Context: an optimization exercise on an open-source flow, tuned for small area, a short achievable clock period and few clock cycles per item. The choices shown serve that exercise and are no tape-out recipe. In this exercise RTL edits were held to simulation tests only and were not proved equivalent to the original. Power figures rest on the tool's default switching activity, not on a simulated workload.

<file path="design/flow/constraint.sdc">
create_clock -name core_clock -period 5.0 [get_ports {c_clk}]
set_input_delay 1.0000 -clock core_clock [delete_from_list [all_inputs] [get_ports {c_clk}]]
set_output_delay 1.0000 -clock core_clock [all_outputs]
set_load 0.01 [all_outputs]
</file>
<file path="design/flow/config.mk">
export PLATFORM = sky130hd
export DESIGN_NAME = calc_top
export DESIGN_NICKNAME = calc_top
export VERILOG_FILES = /design/flow/design.v
export SDC_FILE = /design/flow/constraint.sdc
export NUM_CORES = 4
export LEC_CHECK = 0
export CAP_MARGIN = 20
export CORE_MARGIN = 2
export CORE_UTILIZATION = 40
export CTS_BUF_LIST = sky130_fd_sc_hd__clkbuf_8
export SETUP_SLACK_MARGIN = 2.3
export SLEW_MARGIN = 20
export SYNTH_HIERARCHICAL = 1
export SYNTH_MINIMUM_KEEP_SIZE = 0
</file>
<file path="design/flow/flow/run.sh">
#!/bin/bash
# The standard layout, except that the input and output ports get a plain
# buf_1 as their buffer instead of the flow's default delay buffer.
set -euo pipefail
export BUFFER_PORTS_ARGS="-buffer_cell sky130_fd_sc_hd__buf_1"
bash standard.sh > standard.log 2>&1
</file>
<file path="design/flow/standard.sh">
#!/bin/bash
# synth_recipe.tcl (not shown) runs the flow's synth.tcl, then flattens the netlist and writes it again
# the make line also repeats each setting of config.mk as NAME=value (left out here)
make -C /OpenROAD-flow-scripts/flow DESIGN_CONFIG=/design/flow/config.mk WORK_HOME=/design/flow/orfs CLKGATE_MAP_FILE= SYNTH_SCRIPT=/design/flow/synth_recipe.tcl "${@:-finish}"
</file>
<file path="design/flow/design.v">
`timescale 1ns/10ps
module unit_dispatch (
	input  wire                    s_a,
	input  wire                    s_ar,
	input  wire                    s_b,
	input  wire                    s_c,
	input  wire                    s_cn,
	input  wire [32-1:0] a,
	input  wire [32-1:0] ar,
	input  wire [32-1:0] nb,
	input  wire [32-1:0] c,
	output reg  [32-1:0] y
);
	integer k;
	always @(*)
		for (k = 0; k < 32; k = k + 1)
			y[k] = (s_a & a[k]) | (s_ar & ar[32-1-k]) | (s_b & ~nb[k])
				| (s_c & c[k]) | (s_cn & ~c[k]);
endmodule
`timescale 1ns/10ps
module add_sub_unit (
	input  wire [32-1:0] a,
	input  wire [32-1:0] b,
	input  wire                    ci,
	output wire [32-1:0] s,
	output wire                    co
);
	wire g0_0;
	wire t0_0;
	wire p_0;
	calc_nmaj3 u1 (.a(a[0]), .b(b[0]), .c(ci), .y(g0_0));
	calc_nor2 u2 (.a(a[0]), .b(b[0]), .y(t0_0));
	calc_xor2 u3 (.a(a[0]), .b(b[0]), .y(p_0));
	wire g0_1;
	wire t0_1;
	wire p_1;
	calc_nand2 u4 (.a(a[1]), .b(b[1]), .y(g0_1));
	calc_nor2 u5 (.a(a[1]), .b(b[1]), .y(t0_1));
	calc_xor2 u6 (.a(a[1]), .b(b[1]), .y(p_1));
	wire g0_2;
	wire t0_2;
	wire p_2;
	calc_nand2 u7 (.a(a[2]), .b(b[2]), .y(g0_2));
	calc_nor2 u8 (.a(a[2]), .b(b[2]), .y(t0_2));
	calc_xor2 u9 (.a(a[2]), .b(b[2]), .y(p_2));
	wire g0_3;
	wire t0_3;
	wire p_3;
	calc_nand2 u10 (.a(a[3]), .b(b[3]), .y(g0_3));
	calc_nor2 u11 (.a(a[3]), .b(b[3]), .y(t0_3));
	calc_xor2 u12 (.a(a[3]), .b(b[3]), .y(p_3));
	wire g0_4;
	wire t0_4;
	wire p_4;
	calc_nand2 u13 (.a(a[4]), .b(b[4]), .y(g0_4));
	calc_nor2 u14 (.a(a[4]), .b(b[4]), .y(t0_4));
	calc_xor2 u15 (.a(a[4]), .b(b[4]), .y(p_4));
	wire g0_5;
	wire t0_5;
	wire p_5;
	calc_nand2 u16 (.a(a[5]), .b(b[5]), .y(g0_5));
	calc_nor2 u17 (.a(a[5]), .b(b[5]), .y(t0_5));
	calc_xor2 u18 (.a(a[5]), .b(b[5]), .y(p_5));
	wire g0_6;
	wire t0_6;
	wire p_6;
	calc_nand2 u19 (.a(a[6]), .b(b[6]), .y(g0_6));
	calc_nor2 u20 (.a(a[6]), .b(b[6]), .y(t0_6));
	calc_xor2 u21 (.a(a[6]), .b(b[6]), .y(p_6));
	wire g0_7;
	wire t0_7;
	wire p_7;
	calc_nand2 u22 (.a(a[7]), .b(b[7]), .y(g0_7));
	calc_nor2 u23 (.a(a[7]), .b(b[7]), .y(t0_7));
	calc_xor2 u24 (.a(a[7]), .b(b[7]), .y(p_7));
	wire g0_8;
	wire t0_8;
	wire p_8;
	calc_nand2 u25 (.a(a[8]), .b(b[8]), .y(g0_8));
	calc_nor2 u26 (.a(a[8]), .b(b[8]), .y(t0_8));
	calc_xor2 u27 (.a(a[8]), .b(b[8]), .y(p_8));
	wire g0_9;
	wire t0_9;
	wire p_9;
	calc_nand2 u28 (.a(a[9]), .b(b[9]), .y(g0_9));
	calc_nor2 u29 (.a(a[9]), .b(b[9]), .y(t0_9));
	calc_xor2 u30 (.a(a[9]), .b(b[9]), .y(p_9));
	wire g0_10;
	wire t0_10;
	wire p_10;
	calc_nand2 u31 (.a(a[10]), .b(b[10]), .y(g0_10));
	calc_nor2 u32 (.a(a[10]), .b(b[10]), .y(t0_10));
	calc_xor2 u33 (.a(a[10]), .b(b[10]), .y(p_10));
	wire g0_11;
	wire t0_11;
	wire p_11;
	calc_nand2 u34 (.a(a[11]), .b(b[11]), .y(g0_11));
	calc_nor2 u35 (.a(a[11]), .b(b[11]), .y(t0_11));
	calc_xor2 u36 (.a(a[11]), .b(b[11]), .y(p_11));
	wire g0_12;
	wire t0_12;
	wire p_12;
	calc_nand2 u37 (.a(a[12]), .b(b[12]), .y(g0_12));
	calc_nor2 u38 (.a(a[12]), .b(b[12]), .y(t0_12));
	calc_xor2 u39 (.a(a[12]), .b(b[12]), .y(p_12));
	wire g0_13;
	wire t0_13;
	wire p_13;
	calc_nand2 u40 (.a(a[13]), .b(b[13]), .y(g0_13));
	calc_nor2 u41 (.a(a[13]), .b(b[13]), .y(t0_13));
	calc_xor2 u42 (.a(a[13]), .b(b[13]), .y(p_13));
	wire g0_14;
	wire t0_14;
	wire p_14;
	calc_nand2 u43 (.a(a[14]), .b(b[14]), .y(g0_14));
	calc_nor2 u44 (.a(a[14]), .b(b[14]), .y(t0_14));
	calc_xor2 u45 (.a(a[14]), .b(b[14]), .y(p_14));
	wire g0_15;
	wire t0_15;
	wire p_15;
	calc_nand2 u46 (.a(a[15]), .b(b[15]), .y(g0_15));
	calc_nor2 u47 (.a(a[15]), .b(b[15]), .y(t0_15));
	calc_xor2 u48 (.a(a[15]), .b(b[15]), .y(p_15));
	wire g0_16;
	wire t0_16;
	wire p_16;
	calc_nand2 u49 (.a(a[16]), .b(b[16]), .y(g0_16));
	calc_nor2 u50 (.a(a[16]), .b(b[16]), .y(t0_16));
	calc_xor2 u51 (.a(a[16]), .b(b[16]), .y(p_16));
	wire g0_17;
	wire t0_17;
	wire p_17;
	calc_nand2 u52 (.a(a[17]), .b(b[17]), .y(g0_17));
	calc_nor2 u53 (.a(a[17]), .b(b[17]), .y(t0_17));
	calc_xor2 u54 (.a(a[17]), .b(b[17]), .y(p_17));
	wire g0_18;
	wire t0_18;
	wire p_18;
	calc_nand2 u55 (.a(a[18]), .b(b[18]), .y(g0_18));
	calc_nor2 u56 (.a(a[18]), .b(b[18]), .y(t0_18));
	calc_xor2 u57 (.a(a[18]), .b(b[18]), .y(p_18));
	wire g0_19;
	wire t0_19;
	wire p_19;
	calc_nand2 u58 (.a(a[19]), .b(b[19]), .y(g0_19));
	calc_nor2 u59 (.a(a[19]), .b(b[19]), .y(t0_19));
	calc_xor2 u60 (.a(a[19]), .b(b[19]), .y(p_19));
	wire g0_20;
	wire t0_20;
	wire p_20;
	calc_nand2 u61 (.a(a[20]), .b(b[20]), .y(g0_20));
	calc_nor2 u62 (.a(a[20]), .b(b[20]), .y(t0_20));
	calc_xor2 u63 (.a(a[20]), .b(b[20]), .y(p_20));
	wire g0_21;
	wire t0_21;
	wire p_21;
	calc_nand2 u64 (.a(a[21]), .b(b[21]), .y(g0_21));
	calc_nor2 u65 (.a(a[21]), .b(b[21]), .y(t0_21));
	calc_xor2 u66 (.a(a[21]), .b(b[21]), .y(p_21));
	wire g0_22;
	wire t0_22;
	wire p_22;
	calc_nand2 u67 (.a(a[22]), .b(b[22]), .y(g0_22));
	calc_nor2 u68 (.a(a[22]), .b(b[22]), .y(t0_22));
	calc_xor2 u69 (.a(a[22]), .b(b[22]), .y(p_22));
	wire g0_23;
	wire t0_23;
	wire p_23;
	calc_nand2 u70 (.a(a[23]), .b(b[23]), .y(g0_23));
	calc_nor2 u71 (.a(a[23]), .b(b[23]), .y(t0_23));
	calc_xor2 u72 (.a(a[23]), .b(b[23]), .y(p_23));
	wire g0_24;
	wire t0_24;
	wire p_24;
	calc_nand2 u73 (.a(a[24]), .b(b[24]), .y(g0_24));
	calc_nor2 u74 (.a(a[24]), .b(b[24]), .y(t0_24));
	calc_xor2 u75 (.a(a[24]), .b(b[24]), .y(p_24));
	wire g0_25;
	wire t0_25;
	wire p_25;
	calc_nand2 u76 (.a(a[25]), .b(b[25]), .y(g0_25));
	calc_nor2 u77 (.a(a[25]), .b(b[25]), .y(t0_25));
	calc_xor2 u78 (.a(a[25]), .b(b[25]), .y(p_25));
	wire g0_26;
	wire t0_26;
	wire p_26;
	calc_nand2 u79 (.a(a[26]), .b(b[26]), .y(g0_26));
	calc_nor2 u80 (.a(a[26]), .b(b[26]), .y(t0_26));
	calc_xor2 u81 (.a(a[26]), .b(b[26]), .y(p_26));
	wire g0_27;
	wire t0_27;
	wire p_27;
	calc_nand2 u82 (.a(a[27]), .b(b[27]), .y(g0_27));
	calc_nor2 u83 (.a(a[27]), .b(b[27]), .y(t0_27));
	calc_xor2 u84 (.a(a[27]), .b(b[27]), .y(p_27));
	wire g0_28;
	wire t0_28;
	wire p_28;
	calc_nand2 u85 (.a(a[28]), .b(b[28]), .y(g0_28));
	calc_nor2 u86 (.a(a[28]), .b(b[28]), .y(t0_28));
	calc_xor2 u87 (.a(a[28]), .b(b[28]), .y(p_28));
	wire g0_29;
	wire t0_29;
	wire p_29;
	calc_nand2 u88 (.a(a[29]), .b(b[29]), .y(g0_29));
	calc_nor2 u89 (.a(a[29]), .b(b[29]), .y(t0_29));
	calc_xor2 u90 (.a(a[29]), .b(b[29]), .y(p_29));
	wire g0_30;
	wire t0_30;
	wire p_30;
	calc_nand2 u91 (.a(a[30]), .b(b[30]), .y(g0_30));
	calc_nor2 u92 (.a(a[30]), .b(b[30]), .y(t0_30));
	calc_xor2 u93 (.a(a[30]), .b(b[30]), .y(p_30));
	wire g0_31;
	wire t0_31;
	wire p_31;
	calc_nand2 u94 (.a(a[31]), .b(b[31]), .y(g0_31));
	calc_nor2 u95 (.a(a[31]), .b(b[31]), .y(t0_31));
	calc_xor2 u96 (.a(a[31]), .b(b[31]), .y(p_31));
	wire g1_1;
	calc_oai21 u97 (.a1(t0_1), .a2(g0_0), .b(g0_1), .y(g1_1));
	wire g1_3;
	calc_oai21 u98 (.a1(t0_3), .a2(g0_2), .b(g0_3), .y(g1_3));
	wire t1_3;
	calc_nor2 u99 (.a(t0_3), .b(t0_2), .y(t1_3));
	wire g1_5;
	calc_oai21 u100 (.a1(t0_5), .a2(g0_4), .b(g0_5), .y(g1_5));
	wire t1_5;
	calc_nor2 u101 (.a(t0_5), .b(t0_4), .y(t1_5));
	wire g1_7;
	calc_oai21 u102 (.a1(t0_7), .a2(g0_6), .b(g0_7), .y(g1_7));
	wire t1_7;
	calc_nor2 u103 (.a(t0_7), .b(t0_6), .y(t1_7));
	wire g1_9;
	calc_oai21 u104 (.a1(t0_9), .a2(g0_8), .b(g0_9), .y(g1_9));
	wire t1_9;
	calc_nor2 u105 (.a(t0_9), .b(t0_8), .y(t1_9));
	wire g1_11;
	calc_oai21 u106 (.a1(t0_11), .a2(g0_10), .b(g0_11), .y(g1_11));
	wire t1_11;
	calc_nor2 u107 (.a(t0_11), .b(t0_10), .y(t1_11));
	wire g1_13;
	calc_oai21 u108 (.a1(t0_13), .a2(g0_12), .b(g0_13), .y(g1_13));
	wire t1_13;
	calc_nor2 u109 (.a(t0_13), .b(t0_12), .y(t1_13));
	wire g1_15;
	calc_oai21 u110 (.a1(t0_15), .a2(g0_14), .b(g0_15), .y(g1_15));
	wire t1_15;
	calc_nor2 u111 (.a(t0_15), .b(t0_14), .y(t1_15));
	wire g1_17;
	calc_oai21 u112 (.a1(t0_17), .a2(g0_16), .b(g0_17), .y(g1_17));
	wire t1_17;
	calc_nor2 u113 (.a(t0_17), .b(t0_16), .y(t1_17));
	wire g1_19;
	calc_oai21 u114 (.a1(t0_19), .a2(g0_18), .b(g0_19), .y(g1_19));
	wire t1_19;
	calc_nor2 u115 (.a(t0_19), .b(t0_18), .y(t1_19));
	wire g1_21;
	calc_oai21 u116 (.a1(t0_21), .a2(g0_20), .b(g0_21), .y(g1_21));
	wire t1_21;
	calc_nor2 u117 (.a(t0_21), .b(t0_20), .y(t1_21));
	wire g1_23;
	calc_oai21 u118 (.a1(t0_23), .a2(g0_22), .b(g0_23), .y(g1_23));
	wire t1_23;
	calc_nor2 u119 (.a(t0_23), .b(t0_22), .y(t1_23));
	wire g1_25;
	calc_oai21 u120 (.a1(t0_25), .a2(g0_24), .b(g0_25), .y(g1_25));
	wire t1_25;
	calc_nor2 u121 (.a(t0_25), .b(t0_24), .y(t1_25));
	wire g1_27;
	calc_oai21 u122 (.a1(t0_27), .a2(g0_26), .b(g0_27), .y(g1_27));
	wire t1_27;
	calc_nor2 u123 (.a(t0_27), .b(t0_26), .y(t1_27));
	wire g1_29;
	calc_oai21 u124 (.a1(t0_29), .a2(g0_28), .b(g0_29), .y(g1_29));
	wire t1_29;
	calc_nor2 u125 (.a(t0_29), .b(t0_28), .y(t1_29));
	wire g1_31;
	calc_oai21 u126 (.a1(t0_31), .a2(g0_30), .b(g0_31), .y(g1_31));
	wire t1_31;
	calc_nor2 u127 (.a(t0_31), .b(t0_30), .y(t1_31));
	wire g2_3;
	calc_aoi21 u128 (.a1(t1_3), .a2(g1_1), .b(g1_3), .y(g2_3));
	wire g2_5;
	calc_aoi21 u129 (.a1(t1_5), .a2(g1_3), .b(g1_5), .y(g2_5));
	wire t2_5;
	calc_nand2 u130 (.a(t1_5), .b(t1_3), .y(t2_5));
	wire g2_7;
	calc_aoi21 u131 (.a1(t1_7), .a2(g1_5), .b(g1_7), .y(g2_7));
	wire t2_7;
	calc_nand2 u132 (.a(t1_7), .b(t1_5), .y(t2_7));
	wire g2_9;
	calc_aoi21 u133 (.a1(t1_9), .a2(g1_7), .b(g1_9), .y(g2_9));
	wire t2_9;
	calc_nand2 u134 (.a(t1_9), .b(t1_7), .y(t2_9));
	wire g2_11;
	calc_aoi21 u135 (.a1(t1_11), .a2(g1_9), .b(g1_11), .y(g2_11));
	wire t2_11;
	calc_nand2 u136 (.a(t1_11), .b(t1_9), .y(t2_11));
	wire g2_13;
	calc_aoi21 u137 (.a1(t1_13), .a2(g1_11), .b(g1_13), .y(g2_13));
	wire t2_13;
	calc_nand2 u138 (.a(t1_13), .b(t1_11), .y(t2_13));
	wire g2_15;
	calc_aoi21 u139 (.a1(t1_15), .a2(g1_13), .b(g1_15), .y(g2_15));
	wire t2_15;
	calc_nand2 u140 (.a(t1_15), .b(t1_13), .y(t2_15));
	wire g2_17;
	calc_aoi21 u141 (.a1(t1_17), .a2(g1_15), .b(g1_17), .y(g2_17));
	wire t2_17;
	calc_nand2 u142 (.a(t1_17), .b(t1_15), .y(t2_17));
	wire g2_19;
	calc_aoi21 u143 (.a1(t1_19), .a2(g1_17), .b(g1_19), .y(g2_19));
	wire t2_19;
	calc_nand2 u144 (.a(t1_19), .b(t1_17), .y(t2_19));
	wire g2_21;
	calc_aoi21 u145 (.a1(t1_21), .a2(g1_19), .b(g1_21), .y(g2_21));
	wire t2_21;
	calc_nand2 u146 (.a(t1_21), .b(t1_19), .y(t2_21));
	wire g2_23;
	calc_aoi21 u147 (.a1(t1_23), .a2(g1_21), .b(g1_23), .y(g2_23));
	wire t2_23;
	calc_nand2 u148 (.a(t1_23), .b(t1_21), .y(t2_23));
	wire g2_25;
	calc_aoi21 u149 (.a1(t1_25), .a2(g1_23), .b(g1_25), .y(g2_25));
	wire t2_25;
	calc_nand2 u150 (.a(t1_25), .b(t1_23), .y(t2_25));
	wire g2_27;
	calc_aoi21 u151 (.a1(t1_27), .a2(g1_25), .b(g1_27), .y(g2_27));
	wire t2_27;
	calc_nand2 u152 (.a(t1_27), .b(t1_25), .y(t2_27));
	wire g2_29;
	calc_aoi21 u153 (.a1(t1_29), .a2(g1_27), .b(g1_29), .y(g2_29));
	wire t2_29;
	calc_nand2 u154 (.a(t1_29), .b(t1_27), .y(t2_29));
	wire g2_31;
	calc_aoi21 u155 (.a1(t1_31), .a2(g1_29), .b(g1_31), .y(g2_31));
	wire t2_31;
	calc_nand2 u156 (.a(t1_31), .b(t1_29), .y(t2_31));
	wire g1_i156;
	calc_inv u157 (.a(g1_1), .y(g1_i156));
	wire g3_5;
	calc_oai21 u158 (.a1(t2_5), .a2(g1_i156), .b(g2_5), .y(g3_5));
	wire g3_7;
	calc_oai21 u159 (.a1(t2_7), .a2(g2_3), .b(g2_7), .y(g3_7));
	wire g3_9;
	calc_oai21 u160 (.a1(t2_9), .a2(g2_5), .b(g2_9), .y(g3_9));
	wire t3_9;
	calc_nor2 u161 (.a(t2_9), .b(t2_5), .y(t3_9));
	wire g3_11;
	calc_oai21 u162 (.a1(t2_11), .a2(g2_7), .b(g2_11), .y(g3_11));
	wire t3_11;
	calc_nor2 u163 (.a(t2_11), .b(t2_7), .y(t3_11));
	wire g3_13;
	calc_oai21 u164 (.a1(t2_13), .a2(g2_9), .b(g2_13), .y(g3_13));
	wire t3_13;
	calc_nor2 u165 (.a(t2_13), .b(t2_9), .y(t3_13));
	wire g3_15;
	calc_oai21 u166 (.a1(t2_15), .a2(g2_11), .b(g2_15), .y(g3_15));
	wire t3_15;
	calc_nor2 u167 (.a(t2_15), .b(t2_11), .y(t3_15));
	wire g3_17;
	calc_oai21 u168 (.a1(t2_17), .a2(g2_13), .b(g2_17), .y(g3_17));
	wire t3_17;
	calc_nor2 u169 (.a(t2_17), .b(t2_13), .y(t3_17));
	wire g3_19;
	calc_oai21 u170 (.a1(t2_19), .a2(g2_15), .b(g2_19), .y(g3_19));
	wire t3_19;
	calc_nor2 u171 (.a(t2_19), .b(t2_15), .y(t3_19));
	wire g3_21;
	calc_oai21 u172 (.a1(t2_21), .a2(g2_17), .b(g2_21), .y(g3_21));
	wire t3_21;
	calc_nor2 u173 (.a(t2_21), .b(t2_17), .y(t3_21));
	wire g3_23;
	calc_oai21 u174 (.a1(t2_23), .a2(g2_19), .b(g2_23), .y(g3_23));
	wire t3_23;
	calc_nor2 u175 (.a(t2_23), .b(t2_19), .y(t3_23));
	wire g3_25;
	calc_oai21 u176 (.a1(t2_25), .a2(g2_21), .b(g2_25), .y(g3_25));
	wire t3_25;
	calc_nor2 u177 (.a(t2_25), .b(t2_21), .y(t3_25));
	wire g3_27;
	calc_oai21 u178 (.a1(t2_27), .a2(g2_23), .b(g2_27), .y(g3_27));
	wire t3_27;
	calc_nor2 u179 (.a(t2_27), .b(t2_23), .y(t3_27));
	wire g3_29;
	calc_oai21 u180 (.a1(t2_29), .a2(g2_25), .b(g2_29), .y(g3_29));
	wire t3_29;
	calc_nor2 u181 (.a(t2_29), .b(t2_25), .y(t3_29));
	wire g3_31;
	calc_oai21 u182 (.a1(t2_31), .a2(g2_27), .b(g2_31), .y(g3_31));
	wire t3_31;
	calc_nor2 u183 (.a(t2_31), .b(t2_27), .y(t3_31));
	wire g4_9;
	calc_aoi21 u184 (.a1(t3_9), .a2(g1_1), .b(g3_9), .y(g4_9));
	wire g3_i184;
	calc_inv u185 (.a(g2_3), .y(g3_i184));
	wire g4_11;
	calc_aoi21 u186 (.a1(t3_11), .a2(g3_i184), .b(g3_11), .y(g4_11));
	wire g4_13;
	calc_aoi21 u187 (.a1(t3_13), .a2(g3_5), .b(g3_13), .y(g4_13));
	wire g4_15;
	calc_aoi21 u188 (.a1(t3_15), .a2(g3_7), .b(g3_15), .y(g4_15));
	wire g4_17;
	calc_aoi21 u189 (.a1(t3_17), .a2(g3_9), .b(g3_17), .y(g4_17));
	wire t4_17;
	calc_nand2 u190 (.a(t3_17), .b(t3_9), .y(t4_17));
	wire g4_19;
	calc_aoi21 u191 (.a1(t3_19), .a2(g3_11), .b(g3_19), .y(g4_19));
	wire t4_19;
	calc_nand2 u192 (.a(t3_19), .b(t3_11), .y(t4_19));
	wire g4_21;
	calc_aoi21 u193 (.a1(t3_21), .a2(g3_13), .b(g3_21), .y(g4_21));
	wire t4_21;
	calc_nand2 u194 (.a(t3_21), .b(t3_13), .y(t4_21));
	wire g4_23;
	calc_aoi21 u195 (.a1(t3_23), .a2(g3_15), .b(g3_23), .y(g4_23));
	wire t4_23;
	calc_nand2 u196 (.a(t3_23), .b(t3_15), .y(t4_23));
	wire g4_25;
	calc_aoi21 u197 (.a1(t3_25), .a2(g3_17), .b(g3_25), .y(g4_25));
	wire t4_25;
	calc_nand2 u198 (.a(t3_25), .b(t3_17), .y(t4_25));
	wire g4_27;
	calc_aoi21 u199 (.a1(t3_27), .a2(g3_19), .b(g3_27), .y(g4_27));
	wire t4_27;
	calc_nand2 u200 (.a(t3_27), .b(t3_19), .y(t4_27));
	wire g4_29;
	calc_aoi21 u201 (.a1(t3_29), .a2(g3_21), .b(g3_29), .y(g4_29));
	wire t4_29;
	calc_nand2 u202 (.a(t3_29), .b(t3_21), .y(t4_29));
	wire g4_31;
	calc_aoi21 u203 (.a1(t3_31), .a2(g3_23), .b(g3_31), .y(g4_31));
	wire t4_31;
	calc_nand2 u204 (.a(t3_31), .b(t3_23), .y(t4_31));
	wire g5_17;
	calc_oai21 u205 (.a1(t4_17), .a2(g1_i156), .b(g4_17), .y(g5_17));
	wire g5_19;
	calc_oai21 u206 (.a1(t4_19), .a2(g2_3), .b(g4_19), .y(g5_19));
	wire g5_i206;
	calc_inv u207 (.a(g3_5), .y(g5_i206));
	wire g5_21;
	calc_oai21 u208 (.a1(t4_21), .a2(g5_i206), .b(g4_21), .y(g5_21));
	wire g7_i208;
	calc_inv u209 (.a(g3_7), .y(g7_i208));
	wire g5_23;
	calc_oai21 u210 (.a1(t4_23), .a2(g7_i208), .b(g4_23), .y(g5_23));
	wire g5_25;
	calc_oai21 u211 (.a1(t4_25), .a2(g4_9), .b(g4_25), .y(g5_25));
	wire g5_27;
	calc_oai21 u212 (.a1(t4_27), .a2(g4_11), .b(g4_27), .y(g5_27));
	wire g5_29;
	calc_oai21 u213 (.a1(t4_29), .a2(g4_13), .b(g4_29), .y(g5_29));
	wire g5_31;
	calc_oai21 u214 (.a1(t4_31), .a2(g4_15), .b(g4_31), .y(g5_31));
	wire g6_2;
	calc_oai21 u215 (.a1(t0_2), .a2(g1_i156), .b(g0_2), .y(g6_2));
	wire g6_4;
	calc_oai21 u216 (.a1(t0_4), .a2(g2_3), .b(g0_4), .y(g6_4));
	wire g6_6;
	calc_oai21 u217 (.a1(t0_6), .a2(g5_i206), .b(g0_6), .y(g6_6));
	wire g6_8;
	calc_oai21 u218 (.a1(t0_8), .a2(g7_i208), .b(g0_8), .y(g6_8));
	wire g6_10;
	calc_oai21 u219 (.a1(t0_10), .a2(g4_9), .b(g0_10), .y(g6_10));
	wire g6_12;
	calc_oai21 u220 (.a1(t0_12), .a2(g4_11), .b(g0_12), .y(g6_12));
	wire g6_14;
	calc_oai21 u221 (.a1(t0_14), .a2(g4_13), .b(g0_14), .y(g6_14));
	wire g6_16;
	calc_oai21 u222 (.a1(t0_16), .a2(g4_15), .b(g0_16), .y(g6_16));
	wire g17_i222;
	calc_inv u223 (.a(g5_17), .y(g17_i222));
	wire g6_18;
	calc_oai21 u224 (.a1(t0_18), .a2(g17_i222), .b(g0_18), .y(g6_18));
	wire g19_i224;
	calc_inv u225 (.a(g5_19), .y(g19_i224));
	wire g6_20;
	calc_oai21 u226 (.a1(t0_20), .a2(g19_i224), .b(g0_20), .y(g6_20));
	wire g21_i226;
	calc_inv u227 (.a(g5_21), .y(g21_i226));
	wire g6_22;
	calc_oai21 u228 (.a1(t0_22), .a2(g21_i226), .b(g0_22), .y(g6_22));
	wire g23_i228;
	calc_inv u229 (.a(g5_23), .y(g23_i228));
	wire g6_24;
	calc_oai21 u230 (.a1(t0_24), .a2(g23_i228), .b(g0_24), .y(g6_24));
	wire g25_i230;
	calc_inv u231 (.a(g5_25), .y(g25_i230));
	wire g6_26;
	calc_oai21 u232 (.a1(t0_26), .a2(g25_i230), .b(g0_26), .y(g6_26));
	wire g27_i232;
	calc_inv u233 (.a(g5_27), .y(g27_i232));
	wire g6_28;
	calc_oai21 u234 (.a1(t0_28), .a2(g27_i232), .b(g0_28), .y(g6_28));
	wire g29_i234;
	calc_inv u235 (.a(g5_29), .y(g29_i234));
	wire g6_30;
	calc_oai21 u236 (.a1(t0_30), .a2(g29_i234), .b(g0_30), .y(g6_30));
	calc_xor2 u_s0 (.a(p_0), .b(ci), .y(s[0]));
	calc_xnor2 u237 (.a(p_1), .b(g0_0), .y(s[1]));
	calc_xor2 u238 (.a(p_2), .b(g1_1), .y(s[2]));
	calc_xor2 u239 (.a(p_3), .b(g6_2), .y(s[3]));
	calc_xnor2 u240 (.a(p_4), .b(g2_3), .y(s[4]));
	calc_xor2 u241 (.a(p_5), .b(g6_4), .y(s[5]));
	calc_xor2 u242 (.a(p_6), .b(g3_5), .y(s[6]));
	calc_xor2 u243 (.a(p_7), .b(g6_6), .y(s[7]));
	calc_xor2 u244 (.a(p_8), .b(g3_7), .y(s[8]));
	calc_xor2 u245 (.a(p_9), .b(g6_8), .y(s[9]));
	calc_xnor2 u246 (.a(p_10), .b(g4_9), .y(s[10]));
	calc_xor2 u247 (.a(p_11), .b(g6_10), .y(s[11]));
	calc_xnor2 u248 (.a(p_12), .b(g4_11), .y(s[12]));
	calc_xor2 u249 (.a(p_13), .b(g6_12), .y(s[13]));
	calc_xnor2 u250 (.a(p_14), .b(g4_13), .y(s[14]));
	calc_xor2 u251 (.a(p_15), .b(g6_14), .y(s[15]));
	calc_xnor2 u252 (.a(p_16), .b(g4_15), .y(s[16]));
	calc_xor2 u253 (.a(p_17), .b(g6_16), .y(s[17]));
	calc_xor2 u254 (.a(p_18), .b(g5_17), .y(s[18]));
	calc_xor2 u255 (.a(p_19), .b(g6_18), .y(s[19]));
	calc_xor2 u256 (.a(p_20), .b(g5_19), .y(s[20]));
	calc_xor2 u257 (.a(p_21), .b(g6_20), .y(s[21]));
	calc_xor2 u258 (.a(p_22), .b(g5_21), .y(s[22]));
	calc_xor2 u259 (.a(p_23), .b(g6_22), .y(s[23]));
	calc_xor2 u260 (.a(p_24), .b(g5_23), .y(s[24]));
	calc_xor2 u261 (.a(p_25), .b(g6_24), .y(s[25]));
	calc_xor2 u262 (.a(p_26), .b(g5_25), .y(s[26]));
	calc_xor2 u263 (.a(p_27), .b(g6_26), .y(s[27]));
	calc_xor2 u264 (.a(p_28), .b(g5_27), .y(s[28]));
	calc_xor2 u265 (.a(p_29), .b(g6_28), .y(s[29]));
	calc_xor2 u266 (.a(p_30), .b(g5_29), .y(s[30]));
	calc_xor2 u267 (.a(p_31), .b(g6_30), .y(s[31]));
	assign co = g5_31;
endmodule
module calc_inv (input wire a, output wire y);
	assign y = ~a;
endmodule
module calc_nand2 (input wire a, input wire b, output wire y);
	assign y = ~(a & b);
endmodule
module calc_nmaj3 (input wire a, input wire b, input wire c, output wire y);
	assign y = ~((a & b) | (a & c) | (b & c));
endmodule
module calc_nor2 (input wire a, input wire b, output wire y);
	assign y = ~(a | b);
endmodule
module calc_xor2 (input wire a, input wire b, output wire y);
	assign y = a ^ b;
endmodule
module calc_xnor2 (input wire a, input wire b, output wire y);
	assign y = ~(a ^ b);
endmodule
module calc_aoi21 (input wire a1, input wire a2, input wire b, output wire y);
	assign y = ~((a1 & a2) | b);
endmodule
module calc_oai21 (input wire a1, input wire a2, input wire b, output wire y);
	assign y = ~((a1 | a2) & b);
endmodule
`timescale 1ns/10ps
module shift_unit (
	input  wire [32-1:0]  a,
	input  wire [5-1:0] n,
	output wire [32-1:0]  ny
);
	wire [31:0] x0;    
	wire [31:0] x1;    
	wire [31:0] x2;    
	wire [31:0] x3;    
	wire [31:0] x4;    
	wire [31:0] x5;    
	assign x0 = a;
	calc_orn   u_m0_0 (.s(n[0]), .a(x0[0]), .y(x1[0]));
	calc_mux2i u_m0_1 (.a(x0[1]), .b(x0[0]), .s(n[0]), .y(x1[1]));
	calc_mux2i u_m0_2 (.a(x0[2]), .b(x0[1]), .s(n[0]), .y(x1[2]));
	calc_mux2i u_m0_3 (.a(x0[3]), .b(x0[2]), .s(n[0]), .y(x1[3]));
	calc_mux2i u_m0_4 (.a(x0[4]), .b(x0[3]), .s(n[0]), .y(x1[4]));
	calc_mux2i u_m0_5 (.a(x0[5]), .b(x0[4]), .s(n[0]), .y(x1[5]));
	calc_mux2i u_m0_6 (.a(x0[6]), .b(x0[5]), .s(n[0]), .y(x1[6]));
	calc_mux2i u_m0_7 (.a(x0[7]), .b(x0[6]), .s(n[0]), .y(x1[7]));
	calc_mux2i u_m0_8 (.a(x0[8]), .b(x0[7]), .s(n[0]), .y(x1[8]));
	calc_mux2i u_m0_9 (.a(x0[9]), .b(x0[8]), .s(n[0]), .y(x1[9]));
	calc_mux2i u_m0_10 (.a(x0[10]), .b(x0[9]), .s(n[0]), .y(x1[10]));
	calc_mux2i u_m0_11 (.a(x0[11]), .b(x0[10]), .s(n[0]), .y(x1[11]));
	calc_mux2i u_m0_12 (.a(x0[12]), .b(x0[11]), .s(n[0]), .y(x1[12]));
	calc_mux2i u_m0_13 (.a(x0[13]), .b(x0[12]), .s(n[0]), .y(x1[13]));
	calc_mux2i u_m0_14 (.a(x0[14]), .b(x0[13]), .s(n[0]), .y(x1[14]));
	calc_mux2i u_m0_15 (.a(x0[15]), .b(x0[14]), .s(n[0]), .y(x1[15]));
	calc_mux2i u_m0_16 (.a(x0[16]), .b(x0[15]), .s(n[0]), .y(x1[16]));
	calc_mux2i u_m0_17 (.a(x0[17]), .b(x0[16]), .s(n[0]), .y(x1[17]));
	calc_mux2i u_m0_18 (.a(x0[18]), .b(x0[17]), .s(n[0]), .y(x1[18]));
	calc_mux2i u_m0_19 (.a(x0[19]), .b(x0[18]), .s(n[0]), .y(x1[19]));
	calc_mux2i u_m0_20 (.a(x0[20]), .b(x0[19]), .s(n[0]), .y(x1[20]));
	calc_mux2i u_m0_21 (.a(x0[21]), .b(x0[20]), .s(n[0]), .y(x1[21]));
	calc_mux2i u_m0_22 (.a(x0[22]), .b(x0[21]), .s(n[0]), .y(x1[22]));
	calc_mux2i u_m0_23 (.a(x0[23]), .b(x0[22]), .s(n[0]), .y(x1[23]));
	calc_mux2i u_m0_24 (.a(x0[24]), .b(x0[23]), .s(n[0]), .y(x1[24]));
	calc_mux2i u_m0_25 (.a(x0[25]), .b(x0[24]), .s(n[0]), .y(x1[25]));
	calc_mux2i u_m0_26 (.a(x0[26]), .b(x0[25]), .s(n[0]), .y(x1[26]));
	calc_mux2i u_m0_27 (.a(x0[27]), .b(x0[26]), .s(n[0]), .y(x1[27]));
	calc_mux2i u_m0_28 (.a(x0[28]), .b(x0[27]), .s(n[0]), .y(x1[28]));
	calc_mux2i u_m0_29 (.a(x0[29]), .b(x0[28]), .s(n[0]), .y(x1[29]));
	calc_mux2i u_m0_30 (.a(x0[30]), .b(x0[29]), .s(n[0]), .y(x1[30]));
	calc_mux2i u_m0_31 (.a(x0[31]), .b(x0[30]), .s(n[0]), .y(x1[31]));
	calc_nor2  u_m1_0 (.a(n[1]), .b(x1[0]), .y(x2[0]));
	calc_nor2  u_m1_1 (.a(n[1]), .b(x1[1]), .y(x2[1]));
	calc_mux2i u_m1_2 (.a(x1[2]), .b(x1[0]), .s(n[1]), .y(x2[2]));
	calc_mux2i u_m1_3 (.a(x1[3]), .b(x1[1]), .s(n[1]), .y(x2[3]));
	calc_mux2i u_m1_4 (.a(x1[4]), .b(x1[2]), .s(n[1]), .y(x2[4]));
	calc_mux2i u_m1_5 (.a(x1[5]), .b(x1[3]), .s(n[1]), .y(x2[5]));
	calc_mux2i u_m1_6 (.a(x1[6]), .b(x1[4]), .s(n[1]), .y(x2[6]));
	calc_mux2i u_m1_7 (.a(x1[7]), .b(x1[5]), .s(n[1]), .y(x2[7]));
	calc_mux2i u_m1_8 (.a(x1[8]), .b(x1[6]), .s(n[1]), .y(x2[8]));
	calc_mux2i u_m1_9 (.a(x1[9]), .b(x1[7]), .s(n[1]), .y(x2[9]));
	calc_mux2i u_m1_10 (.a(x1[10]), .b(x1[8]), .s(n[1]), .y(x2[10]));
	calc_mux2i u_m1_11 (.a(x1[11]), .b(x1[9]), .s(n[1]), .y(x2[11]));
	calc_mux2i u_m1_12 (.a(x1[12]), .b(x1[10]), .s(n[1]), .y(x2[12]));
	calc_mux2i u_m1_13 (.a(x1[13]), .b(x1[11]), .s(n[1]), .y(x2[13]));
	calc_mux2i u_m1_14 (.a(x1[14]), .b(x1[12]), .s(n[1]), .y(x2[14]));
	calc_mux2i u_m1_15 (.a(x1[15]), .b(x1[13]), .s(n[1]), .y(x2[15]));
	calc_mux2i u_m1_16 (.a(x1[16]), .b(x1[14]), .s(n[1]), .y(x2[16]));
	calc_mux2i u_m1_17 (.a(x1[17]), .b(x1[15]), .s(n[1]), .y(x2[17]));
	calc_mux2i u_m1_18 (.a(x1[18]), .b(x1[16]), .s(n[1]), .y(x2[18]));
	calc_mux2i u_m1_19 (.a(x1[19]), .b(x1[17]), .s(n[1]), .y(x2[19]));
	calc_mux2i u_m1_20 (.a(x1[20]), .b(x1[18]), .s(n[1]), .y(x2[20]));
	calc_mux2i u_m1_21 (.a(x1[21]), .b(x1[19]), .s(n[1]), .y(x2[21]));
	calc_mux2i u_m1_22 (.a(x1[22]), .b(x1[20]), .s(n[1]), .y(x2[22]));
	calc_mux2i u_m1_23 (.a(x1[23]), .b(x1[21]), .s(n[1]), .y(x2[23]));
	calc_mux2i u_m1_24 (.a(x1[24]), .b(x1[22]), .s(n[1]), .y(x2[24]));
	calc_mux2i u_m1_25 (.a(x1[25]), .b(x1[23]), .s(n[1]), .y(x2[25]));
	calc_mux2i u_m1_26 (.a(x1[26]), .b(x1[24]), .s(n[1]), .y(x2[26]));
	calc_mux2i u_m1_27 (.a(x1[27]), .b(x1[25]), .s(n[1]), .y(x2[27]));
	calc_mux2i u_m1_28 (.a(x1[28]), .b(x1[26]), .s(n[1]), .y(x2[28]));
	calc_mux2i u_m1_29 (.a(x1[29]), .b(x1[27]), .s(n[1]), .y(x2[29]));
	calc_mux2i u_m1_30 (.a(x1[30]), .b(x1[28]), .s(n[1]), .y(x2[30]));
	calc_mux2i u_m1_31 (.a(x1[31]), .b(x1[29]), .s(n[1]), .y(x2[31]));
	calc_orn   u_m2_0 (.s(n[2]), .a(x2[0]), .y(x3[0]));
	calc_orn   u_m2_1 (.s(n[2]), .a(x2[1]), .y(x3[1]));
	calc_orn   u_m2_2 (.s(n[2]), .a(x2[2]), .y(x3[2]));
	calc_orn   u_m2_3 (.s(n[2]), .a(x2[3]), .y(x3[3]));
	calc_mux2i u_m2_4 (.a(x2[4]), .b(x2[0]), .s(n[2]), .y(x3[4]));
	calc_mux2i u_m2_5 (.a(x2[5]), .b(x2[1]), .s(n[2]), .y(x3[5]));
	calc_mux2i u_m2_6 (.a(x2[6]), .b(x2[2]), .s(n[2]), .y(x3[6]));
	calc_mux2i u_m2_7 (.a(x2[7]), .b(x2[3]), .s(n[2]), .y(x3[7]));
	calc_mux2i u_m2_8 (.a(x2[8]), .b(x2[4]), .s(n[2]), .y(x3[8]));
	calc_mux2i u_m2_9 (.a(x2[9]), .b(x2[5]), .s(n[2]), .y(x3[9]));
	calc_mux2i u_m2_10 (.a(x2[10]), .b(x2[6]), .s(n[2]), .y(x3[10]));
	calc_mux2i u_m2_11 (.a(x2[11]), .b(x2[7]), .s(n[2]), .y(x3[11]));
	calc_mux2i u_m2_12 (.a(x2[12]), .b(x2[8]), .s(n[2]), .y(x3[12]));
	calc_mux2i u_m2_13 (.a(x2[13]), .b(x2[9]), .s(n[2]), .y(x3[13]));
	calc_mux2i u_m2_14 (.a(x2[14]), .b(x2[10]), .s(n[2]), .y(x3[14]));
	calc_mux2i u_m2_15 (.a(x2[15]), .b(x2[11]), .s(n[2]), .y(x3[15]));
	calc_mux2i u_m2_16 (.a(x2[16]), .b(x2[12]), .s(n[2]), .y(x3[16]));
	calc_mux2i u_m2_17 (.a(x2[17]), .b(x2[13]), .s(n[2]), .y(x3[17]));
	calc_mux2i u_m2_18 (.a(x2[18]), .b(x2[14]), .s(n[2]), .y(x3[18]));
	calc_mux2i u_m2_19 (.a(x2[19]), .b(x2[15]), .s(n[2]), .y(x3[19]));
	calc_mux2i u_m2_20 (.a(x2[20]), .b(x2[16]), .s(n[2]), .y(x3[20]));
	calc_mux2i u_m2_21 (.a(x2[21]), .b(x2[17]), .s(n[2]), .y(x3[21]));
	calc_mux2i u_m2_22 (.a(x2[22]), .b(x2[18]), .s(n[2]), .y(x3[22]));
	calc_mux2i u_m2_23 (.a(x2[23]), .b(x2[19]), .s(n[2]), .y(x3[23]));
	calc_mux2i u_m2_24 (.a(x2[24]), .b(x2[20]), .s(n[2]), .y(x3[24]));
	calc_mux2i u_m2_25 (.a(x2[25]), .b(x2[21]), .s(n[2]), .y(x3[25]));
	calc_mux2i u_m2_26 (.a(x2[26]), .b(x2[22]), .s(n[2]), .y(x3[26]));
	calc_mux2i u_m2_27 (.a(x2[27]), .b(x2[23]), .s(n[2]), .y(x3[27]));
	calc_mux2i u_m2_28 (.a(x2[28]), .b(x2[24]), .s(n[2]), .y(x3[28]));
	calc_mux2i u_m2_29 (.a(x2[29]), .b(x2[25]), .s(n[2]), .y(x3[29]));
	calc_mux2i u_m2_30 (.a(x2[30]), .b(x2[26]), .s(n[2]), .y(x3[30]));
	calc_mux2i u_m2_31 (.a(x2[31]), .b(x2[27]), .s(n[2]), .y(x3[31]));
	calc_nor2  u_m3_0 (.a(n[3]), .b(x3[0]), .y(x4[0]));
	calc_nor2  u_m3_1 (.a(n[3]), .b(x3[1]), .y(x4[1]));
	calc_nor2  u_m3_2 (.a(n[3]), .b(x3[2]), .y(x4[2]));
	calc_nor2  u_m3_3 (.a(n[3]), .b(x3[3]), .y(x4[3]));
	calc_nor2  u_m3_4 (.a(n[3]), .b(x3[4]), .y(x4[4]));
	calc_nor2  u_m3_5 (.a(n[3]), .b(x3[5]), .y(x4[5]));
	calc_nor2  u_m3_6 (.a(n[3]), .b(x3[6]), .y(x4[6]));
	calc_nor2  u_m3_7 (.a(n[3]), .b(x3[7]), .y(x4[7]));
	calc_mux2i u_m3_8 (.a(x3[8]), .b(x3[0]), .s(n[3]), .y(x4[8]));
	calc_mux2i u_m3_9 (.a(x3[9]), .b(x3[1]), .s(n[3]), .y(x4[9]));
	calc_mux2i u_m3_10 (.a(x3[10]), .b(x3[2]), .s(n[3]), .y(x4[10]));
	calc_mux2i u_m3_11 (.a(x3[11]), .b(x3[3]), .s(n[3]), .y(x4[11]));
	calc_mux2i u_m3_12 (.a(x3[12]), .b(x3[4]), .s(n[3]), .y(x4[12]));
	calc_mux2i u_m3_13 (.a(x3[13]), .b(x3[5]), .s(n[3]), .y(x4[13]));
	calc_mux2i u_m3_14 (.a(x3[14]), .b(x3[6]), .s(n[3]), .y(x4[14]));
	calc_mux2i u_m3_15 (.a(x3[15]), .b(x3[7]), .s(n[3]), .y(x4[15]));
	calc_mux2i u_m3_16 (.a(x3[16]), .b(x3[8]), .s(n[3]), .y(x4[16]));
	calc_mux2i u_m3_17 (.a(x3[17]), .b(x3[9]), .s(n[3]), .y(x4[17]));
	calc_mux2i u_m3_18 (.a(x3[18]), .b(x3[10]), .s(n[3]), .y(x4[18]));
	calc_mux2i u_m3_19 (.a(x3[19]), .b(x3[11]), .s(n[3]), .y(x4[19]));
	calc_mux2i u_m3_20 (.a(x3[20]), .b(x3[12]), .s(n[3]), .y(x4[20]));
	calc_mux2i u_m3_21 (.a(x3[21]), .b(x3[13]), .s(n[3]), .y(x4[21]));
	calc_mux2i u_m3_22 (.a(x3[22]), .b(x3[14]), .s(n[3]), .y(x4[22]));
	calc_mux2i u_m3_23 (.a(x3[23]), .b(x3[15]), .s(n[3]), .y(x4[23]));
	calc_mux2i u_m3_24 (.a(x3[24]), .b(x3[16]), .s(n[3]), .y(x4[24]));
	calc_mux2i u_m3_25 (.a(x3[25]), .b(x3[17]), .s(n[3]), .y(x4[25]));
	calc_mux2i u_m3_26 (.a(x3[26]), .b(x3[18]), .s(n[3]), .y(x4[26]));
	calc_mux2i u_m3_27 (.a(x3[27]), .b(x3[19]), .s(n[3]), .y(x4[27]));
	calc_mux2i u_m3_28 (.a(x3[28]), .b(x3[20]), .s(n[3]), .y(x4[28]));
	calc_mux2i u_m3_29 (.a(x3[29]), .b(x3[21]), .s(n[3]), .y(x4[29]));
	calc_mux2i u_m3_30 (.a(x3[30]), .b(x3[22]), .s(n[3]), .y(x4[30]));
	calc_mux2i u_m3_31 (.a(x3[31]), .b(x3[23]), .s(n[3]), .y(x4[31]));
	calc_orn   u_m4_0 (.s(n[4]), .a(x4[0]), .y(x5[0]));
	calc_orn   u_m4_1 (.s(n[4]), .a(x4[1]), .y(x5[1]));
	calc_orn   u_m4_2 (.s(n[4]), .a(x4[2]), .y(x5[2]));
	calc_orn   u_m4_3 (.s(n[4]), .a(x4[3]), .y(x5[3]));
	calc_orn   u_m4_4 (.s(n[4]), .a(x4[4]), .y(x5[4]));
	calc_orn   u_m4_5 (.s(n[4]), .a(x4[5]), .y(x5[5]));
	calc_orn   u_m4_6 (.s(n[4]), .a(x4[6]), .y(x5[6]));
	calc_orn   u_m4_7 (.s(n[4]), .a(x4[7]), .y(x5[7]));
	calc_orn   u_m4_8 (.s(n[4]), .a(x4[8]), .y(x5[8]));
	calc_orn   u_m4_9 (.s(n[4]), .a(x4[9]), .y(x5[9]));
	calc_orn   u_m4_10 (.s(n[4]), .a(x4[10]), .y(x5[10]));
	calc_orn   u_m4_11 (.s(n[4]), .a(x4[11]), .y(x5[11]));
	calc_orn   u_m4_12 (.s(n[4]), .a(x4[12]), .y(x5[12]));
	calc_orn   u_m4_13 (.s(n[4]), .a(x4[13]), .y(x5[13]));
	calc_orn   u_m4_14 (.s(n[4]), .a(x4[14]), .y(x5[14]));
	calc_orn   u_m4_15 (.s(n[4]), .a(x4[15]), .y(x5[15]));
	calc_mux2i u_m4_16 (.a(x4[16]), .b(x4[0]), .s(n[4]), .y(x5[16]));
	calc_mux2i u_m4_17 (.a(x4[17]), .b(x4[1]), .s(n[4]), .y(x5[17]));
	calc_mux2i u_m4_18 (.a(x4[18]), .b(x4[2]), .s(n[4]), .y(x5[18]));
	calc_mux2i u_m4_19 (.a(x4[19]), .b(x4[3]), .s(n[4]), .y(x5[19]));
	calc_mux2i u_m4_20 (.a(x4[20]), .b(x4[4]), .s(n[4]), .y(x5[20]));
	calc_mux2i u_m4_21 (.a(x4[21]), .b(x4[5]), .s(n[4]), .y(x5[21]));
	calc_mux2i u_m4_22 (.a(x4[22]), .b(x4[6]), .s(n[4]), .y(x5[22]));
	calc_mux2i u_m4_23 (.a(x4[23]), .b(x4[7]), .s(n[4]), .y(x5[23]));
	calc_mux2i u_m4_24 (.a(x4[24]), .b(x4[8]), .s(n[4]), .y(x5[24]));
	calc_mux2i u_m4_25 (.a(x4[25]), .b(x4[9]), .s(n[4]), .y(x5[25]));
	calc_mux2i u_m4_26 (.a(x4[26]), .b(x4[10]), .s(n[4]), .y(x5[26]));
	calc_mux2i u_m4_27 (.a(x4[27]), .b(x4[11]), .s(n[4]), .y(x5[27]));
	calc_mux2i u_m4_28 (.a(x4[28]), .b(x4[12]), .s(n[4]), .y(x5[28]));
	calc_mux2i u_m4_29 (.a(x4[29]), .b(x4[13]), .s(n[4]), .y(x5[29]));
	calc_mux2i u_m4_30 (.a(x4[30]), .b(x4[14]), .s(n[4]), .y(x5[30]));
	calc_mux2i u_m4_31 (.a(x4[31]), .b(x4[15]), .s(n[4]), .y(x5[31]));
	assign ny = x5;
endmodule
module calc_mux2i (input wire a, input wire b, input wire s, output wire y);
	assign y = ~(s ? b : a);
endmodule
module calc_orn (input wire s, input wire a, output wire y);
	assign y = s | ~a;
endmodule
`timescale 1ns/10ps
module calc_top (
	input  wire                                c_clk,
	input  wire                                rst_n,
	input  wire [4*4-1:0]  in_cmd,
	input  wire [4*32-1:0] in_data,
	output wire [4*2-1:0] out_resp,
	output wire [4*32-1:0] out_data
);
	localparam integer W = 32;
	function automatic [W-1:0] bitrev(input [W-1:0] x);
		integer k;
		for (k = 0; k < W; k = k + 1) bitrev[k] = x[W-1-k];
	endfunction
	genvar i;
	generate
		for (i = 0; i < 4; i = i + 1) begin : g_port
			wire [4-1:0] cmd = in_cmd[i*4 +: 4];
			wire [W-1:0]           din = in_data[i*W +: W];
			reg              op2;      
			reg              k_sub;    
			reg              k_add;    
			reg              k_sh;     
			reg              k_shr;    
			reg  [2-1:0] resp;    
			reg              sel_n;    
			reg              sel_r;    
			reg  [W-1:0]     r;        
			wire [W-1:0]  sum;
			wire          err;
			add_sub_unit u_add (.a(r), .b(din), .ci(1'b0), .s(sum), .co(err));
			wire [W-1:0]  nshl;    
			shift_unit u_shift (.a(r), .n(din[5-1:0]), .ny(nshl));
			wire          start = !op2 && (cmd != 4'd0);
			wire          cap_r = (cmd == 4'd6);
			wire [W-1:0]  r_nxt;
			unit_dispatch u_mux (.s_a(!op2 && !cap_r), .s_ar(!op2 && cap_r), .s_b(op2 && k_sh),
				.s_c(op2 && !k_sh && !k_sub), .s_cn(op2 && k_sub),
				.a(din ^ {W{cmd == 4'd2}}), .ar(din), .nb(nshl), .c(sum), .y(r_nxt));
			always @(posedge c_clk or negedge rst_n) begin
				if (!rst_n) begin
					op2   <= 1'b0;
					resp  <= 2'd0;
					sel_n <= 1'b0;
					sel_r <= 1'b0;
				end else begin
					op2   <= start;
					sel_n <= op2 && ((k_add && !err) || (k_sh && !k_shr));
					sel_r <= op2 && k_shr;
					if (!op2)
						resp <= 2'd0;
					else if (k_add)
						resp <= err ? 2'd2 : 2'd1;
					else if (k_sh)
						resp <= 2'd1;
					else
						resp <= 2'd3;
				end
			end
			always @(posedge c_clk) begin
				k_sub <= (cmd == 4'd2);
				k_add <= (cmd == 4'd1) || (cmd == 4'd2);
				k_sh  <= (cmd == 4'd5) || (cmd == 4'd6);
				k_shr <= (cmd == 4'd6);
				r     <= r_nxt;
			end
			assign out_resp[i*2 +: 2] = resp;
			assign out_data[i*W +: W] = ({W{sel_n}} & r) | ({W{sel_r}} & bitrev(r));
		end
	endgenerate
endmodule
</file>
==> metrics.log <==
INFO  metric critPathCaptureType = output port
INFO  metric dp.final_hpwl = 58.8 mm
INFO  metric timing.critical_path.slowest_stage_cell = sky130_fd_sc_hd__dfrtp_4
INFO  metric detail_route.vias_per_cell = 5.74
INFO  metric rsz0062_at_grt = true
INFO  metric seq_area_frac_synth = 0.151
INFO  metric number_of_setup_violations_in_the_final_report = 0
INFO  metric clock_skew = 0.0212 ns
INFO  metric h-tree-depth = 4
INFO  metric setup_tns = 0 ns
INFO  metric die_x_extent = 241 µm
INFO  metric io-pin-count = 282
INFO  metric drtPass1Iterations = 6
INFO  metric largest_net_degree_at_the_start_of_global_routing = 37
INFO  metric grt_pass1_wl = 118 mm
INFO  metric mapped_cells = 2,823
INFO  metric yosys.cell_count.top_type = sky130_fd_sc_hd__mux2i_1
INFO  metric critical_path.startpoint_type = register
INFO  metric cts_hold_buffers = 0
INFO  metric area.growth.synth_to_final = 12.6%
INFO  metric antenna_violating_nets_post_route = 0
INFO  metric worst-r2r-cell-count = 11
INFO  metric peakVddDrop = 286 µV
INFO  metric critical_path_peak_fanout = 32
INFO  metric wl_per_cell = 20.7 µm
INFO  metric critPathArrivalTime = 1.66 ns
INFO  metric placeableCoreArea = 0.0553 mm²
INFO  metric critical_path_required = 4.00 ns
INFO  metric drt_iter0_markers = 1,690
INFO  metric detailroute.via_count = 22,100
INFO  metric initial_utilization = 0.406
INFO  metric muxShareOfSynthArea = 0.287
INFO  metric async_flop_share = 0.122
INFO  metric critical-path-max-stage-delay = 0.65 ns
INFO  metric synth-warning-count = 8
INFO  metric power_leakage = 11.1 nW
INFO  metric hp-class = in2async
INFO  metric status = complete, no violations
INFO  metric num_rows = 86
INFO  metric drt_wl_total = 79.7 mm
INFO  metric stdcell_count = 3,848
INFO  metric fmaxAchievable = 0.376 GHz
INFO  metric tritoncts_clock_tree = built
INFO  metric synthSimpleGateAreaFrac = 0.166
INFO  metric finalMaxSlewViolations = 0
INFO  metric cts.reportedPaths.clkPinSlew = 0.10 ns
INFO  metric gr-usage-met3 = 0.0560
INFO  metric netlist_top_cells_count = sky130_fd_sc_hd__mux2i_1 (644), sky130_fd_sc_hd__nand2_1 (460), sky130_fd_sc_hd__xor2_1 (341)
INFO  metric synth_area_leaders = sky130_fd_sc_hd__mux2i_1 (29%), sky130_fd_sc_hd__xor2_1 (13%), sky130_fd_sc_hd__dfxtp_1 (13%)
INFO  metric detail_route.drc_violations = 0
INFO  metric clock-root-buffer = sky130_fd_sc_hd__clkbuf_8
INFO  metric timing.setup.critical_path_class = reg2out
INFO  metric place.port_buffers = 281
INFO  metric busiest_layer = met2
INFO  metric final_layout_size_suffix_gt1_frac = 0.140
INFO  metric finalNetCount = 3,230
INFO  metric die_h = 241 µm
INFO  metric netlist_area = 0.0224 mm²
INFO  metric tritoncts.num_buffers = 17
INFO  metric post_synth_xor_area_fraction = 0.158
INFO  metric initial_antenna_violation_count = 5
INFO  metric cts_num_sinks = 164
INFO  metric synth_area_per_cell = 7.95 µm²
INFO  metric post_synth_edffs = 0
INFO  metric fp.dieArea = 0.0580 mm²
INFO  metric synth_flop_cell = sky130_fd_sc_hd__dfxtp_1
INFO  metric main_combinational_cell_family_by_area_after_synthesis = multiplexers
INFO  metric final_min_period_over_clock_period = 0.533
INFO  metric synth_compound_gate_area_share = 0.195
INFO  metric max_slew.worst_pin.slew = 1.07 ns
INFO  metric cts_buffer_depth = 2
INFO  metric drv_cap = 0
INFO  metric first_global_vias = 19,900
INFO  metric synth_top_cell_area_share = 0.287
INFO  metric synth.distinct_cells = 34
INFO  metric place.gp.congestion = 0.988
INFO  metric synthDominantAreaCellType = sky130_fd_sc_hd__mux2i_1
INFO  metric grt_util_met1 = 0.366
INFO  metric pwr_density_cell = 545 mW/mm²
INFO  metric place.detailed.instances = 3,801
INFO  metric grt_remaining_overflow = 0
INFO  metric globalRouteTotalUtil = 0.265
INFO  metric critical_path.cell_chain = a22o_1 > buf_1
INFO  metric worst_skew_pair.late_latency = 0.59 ns
INFO  metric ys_ff_latch = 164
INFO  metric grt_use_met2 = 0.406
INFO  metric synth-adder-area-share = 0
INFO  metric slew_headroom = 0.281
INFO  metric hold_viol_final = 0
INFO  metric fin_crit = 2.66 ns
sequential cells by signal, summed over array words and instances, names as in the netlist:
signal	count
g_port.sel_r	4
g_port.op2	4
g_port.k_add	4
g_port.resp	8
g_port.sel_n	4
g_port.k_shr	4
g_port.r	128
g_port.k_sh	4
g_port.k_sub	4
worst max-delay path: cells and delay by family (launching register included):
family,cells,cell delay [ns]
buffers and inverters,1,0.16
flip-flops,1,0.65
AO/OA/AOI/OAI,1,0.25
cell families after synthesis:
| logic type | count (synthesis) |
|---|---|
| DFF | 164 |
| and+or+nand+nor | 881 |
| xor gates and xnor gates | 388 |
| other | 1 |
| muxes | 644 |
| AOI/OAI and AO/OA | 596 |
| buffers and inverters | 149 |
per-module statistics from Yosys (local to each module, per instance), excerpt:
module	cell area (µm²)	flip-flops and latches	cells	times used
calc_oai21	5.00	0	1	212
calc_nmaj3	12.5	0	2	4
calc_nand2	3.75	0	1	212
calc_mux2i	10.0	0	1	516
calc_inv	3.75	0	1	44
unit_dispatch	945	0	143	4
calc_top	6690	164	539	1
calc_aoi21	8.76	0	1	108
calc_orn	6.26	0	1	84
calc_nor2	3.75	0	1	272
calc_xor2	8.76	0	1	232
calc_xnor2	8.76	0	1	24
stage by stage:
stage	utilization	hold WS (ns)	total power, mW	cell area, µm²	setup WS [ns]
2_1_floorplan	-	0.429	9.65	22600	2.33
3_3_place_gp	0.438	0.440	12.2	24200	1.53
3_5_place_dp	0.438	0.446	12.2	24200	1.48
4_1_cts	0.447	0.378	13.4	24700	2.29
5_1_grt	0.457	0.441	14.7	25300	2.24
6_report	0.457	0.416	13.8	25300	2.34
cells in the final DEF (no fill, tap or decap), types with 12 or more instances in the layout:
cell and count:
sky130_fd_sc_hd__o21ai_2 40, sky130_fd_sc_hd__nand2_1 460, sky130_fd_sc_hd__and2_1 13, sky130_fd_sc_hd__dfrtp_1 12, sky130_fd_sc_hd__clkbuf_2 71, sky130_fd_sc_hd__dfxtp_1 124, sky130_fd_sc_hd__nand2b_1 95, sky130_fd_sc_hd__buf_4 39
sky130_fd_sc_hd__xor2_2 19, sky130_fd_sc_hd__clkbuf_8 18, sky130_fd_sc_hd__nor2_1 225, sky130_fd_sc_hd__a21oi_2 106, sky130_fd_sc_hd__mux2i_1 644, sky130_fd_sc_hd__buf_1 208, sky130_fd_sc_hd__o21ai_1 168, sky130_fd_sc_hd__inv_1 45
sky130_fd_sc_hd__o2111ai_1 124, sky130_fd_sc_hd__a22o_1 128, sky130_fd_sc_hd__dfxtp_2 20, sky130_fd_sc_hd__nor2_2 53, sky130_fd_sc_hd__xor2_1 341, sky130_fd_sc_hd__xnor2_1 28, sky130_fd_sc_hd__conb_1 12
power by group:
group	internal [mW]	leakage [nW]	total [mW]	switching (mW)
Combinational	3.82	9.44	9.26	5.45
Clock	0.461	0.197	1.12	0.660
Sequential	1.91	1.45	3.40	1.49
Total	6.18	11.1	13.8	7.60
final cells by class:
cell class                      count  area, µm²
Sequential cell                   164       3440
Fill cell                        5729      30000
Inverter                           48        180
Clock buffer                       18        248
Multi-Input combinational cell   2521      18600
Timing Repair Buffer              332       1680
Antenna cell                        3       7.51
Tap cell                          748        936
Clock inverter                     14        150
layer usage:
metal,wire [µm],vias to the layer above
li1,-,10600
met1,36300,10500
met2,35300,789
met3,5660,140
met4,2410,4
met5,24,-
final timing paths:
| path | from | slack, ns | endpoint |
|---|---|---|---|
| setup / recovery | g_port[0].sel_n | 2.34 | out_data[23] |
| min in group core_clock | g_port[2].k_add | 0.46 | g_port[2].resp[0] |
| hold / removal | rst_n | 0.42 | g_port[2].resp[1] |
| max in group asynchronous | rst_n | 4.11 | g_port[3].sel_n |
| setup reg to reg | g_port[0].r[12] | 2.43 | g_port[0].r[31] |
| hold reg to reg | g_port[2].k_add | 0.46 | g_port[2].resp[0] |
repair_timing:
action                                  in CTS  in global routing
buffers inserted                             2                  6
gates resized for setup                     29                161
endpoints found under the setup margin     145                 55
pin swaps                                    0                  6
gates cloned                                 0                  4
Testbench counts, summed over its fixed seeds: cycles 3,208, items 6,400.

## port drivers added, routing unchanged
No port has a modelled driver above. Below, the same layout with a new extraction and two added sets of constraints.
Step 1 (the two cells are an assumption about what drives the block):
set clk [get_ports {c_clk}]
set_driving_cell -lib_cell sky130_fd_sc_hd__clkbuf_16 $clk
set_driving_cell -lib_cell sky130_fd_sc_hd__buf_2 [delete_from_list [all_inputs] $clk]
Step 2 also shifts input and output timing later by t, the mid clock arrival at the registers, as if the neighbouring blocks saw the same clock.
Three values: ideal ports, drivers, drivers and shift; two values: the first two.
t, ns: 0.634
slack for setup (ns): 2.337 / 2.285 / 1.711
latest minus earliest clock arrival (ns): 0.023 / 0.022
After both steps this run still meets setup and hold. For this run, drivers alone change the setup slack by -0.052 ns; drivers and shift together by -0.626 ns.
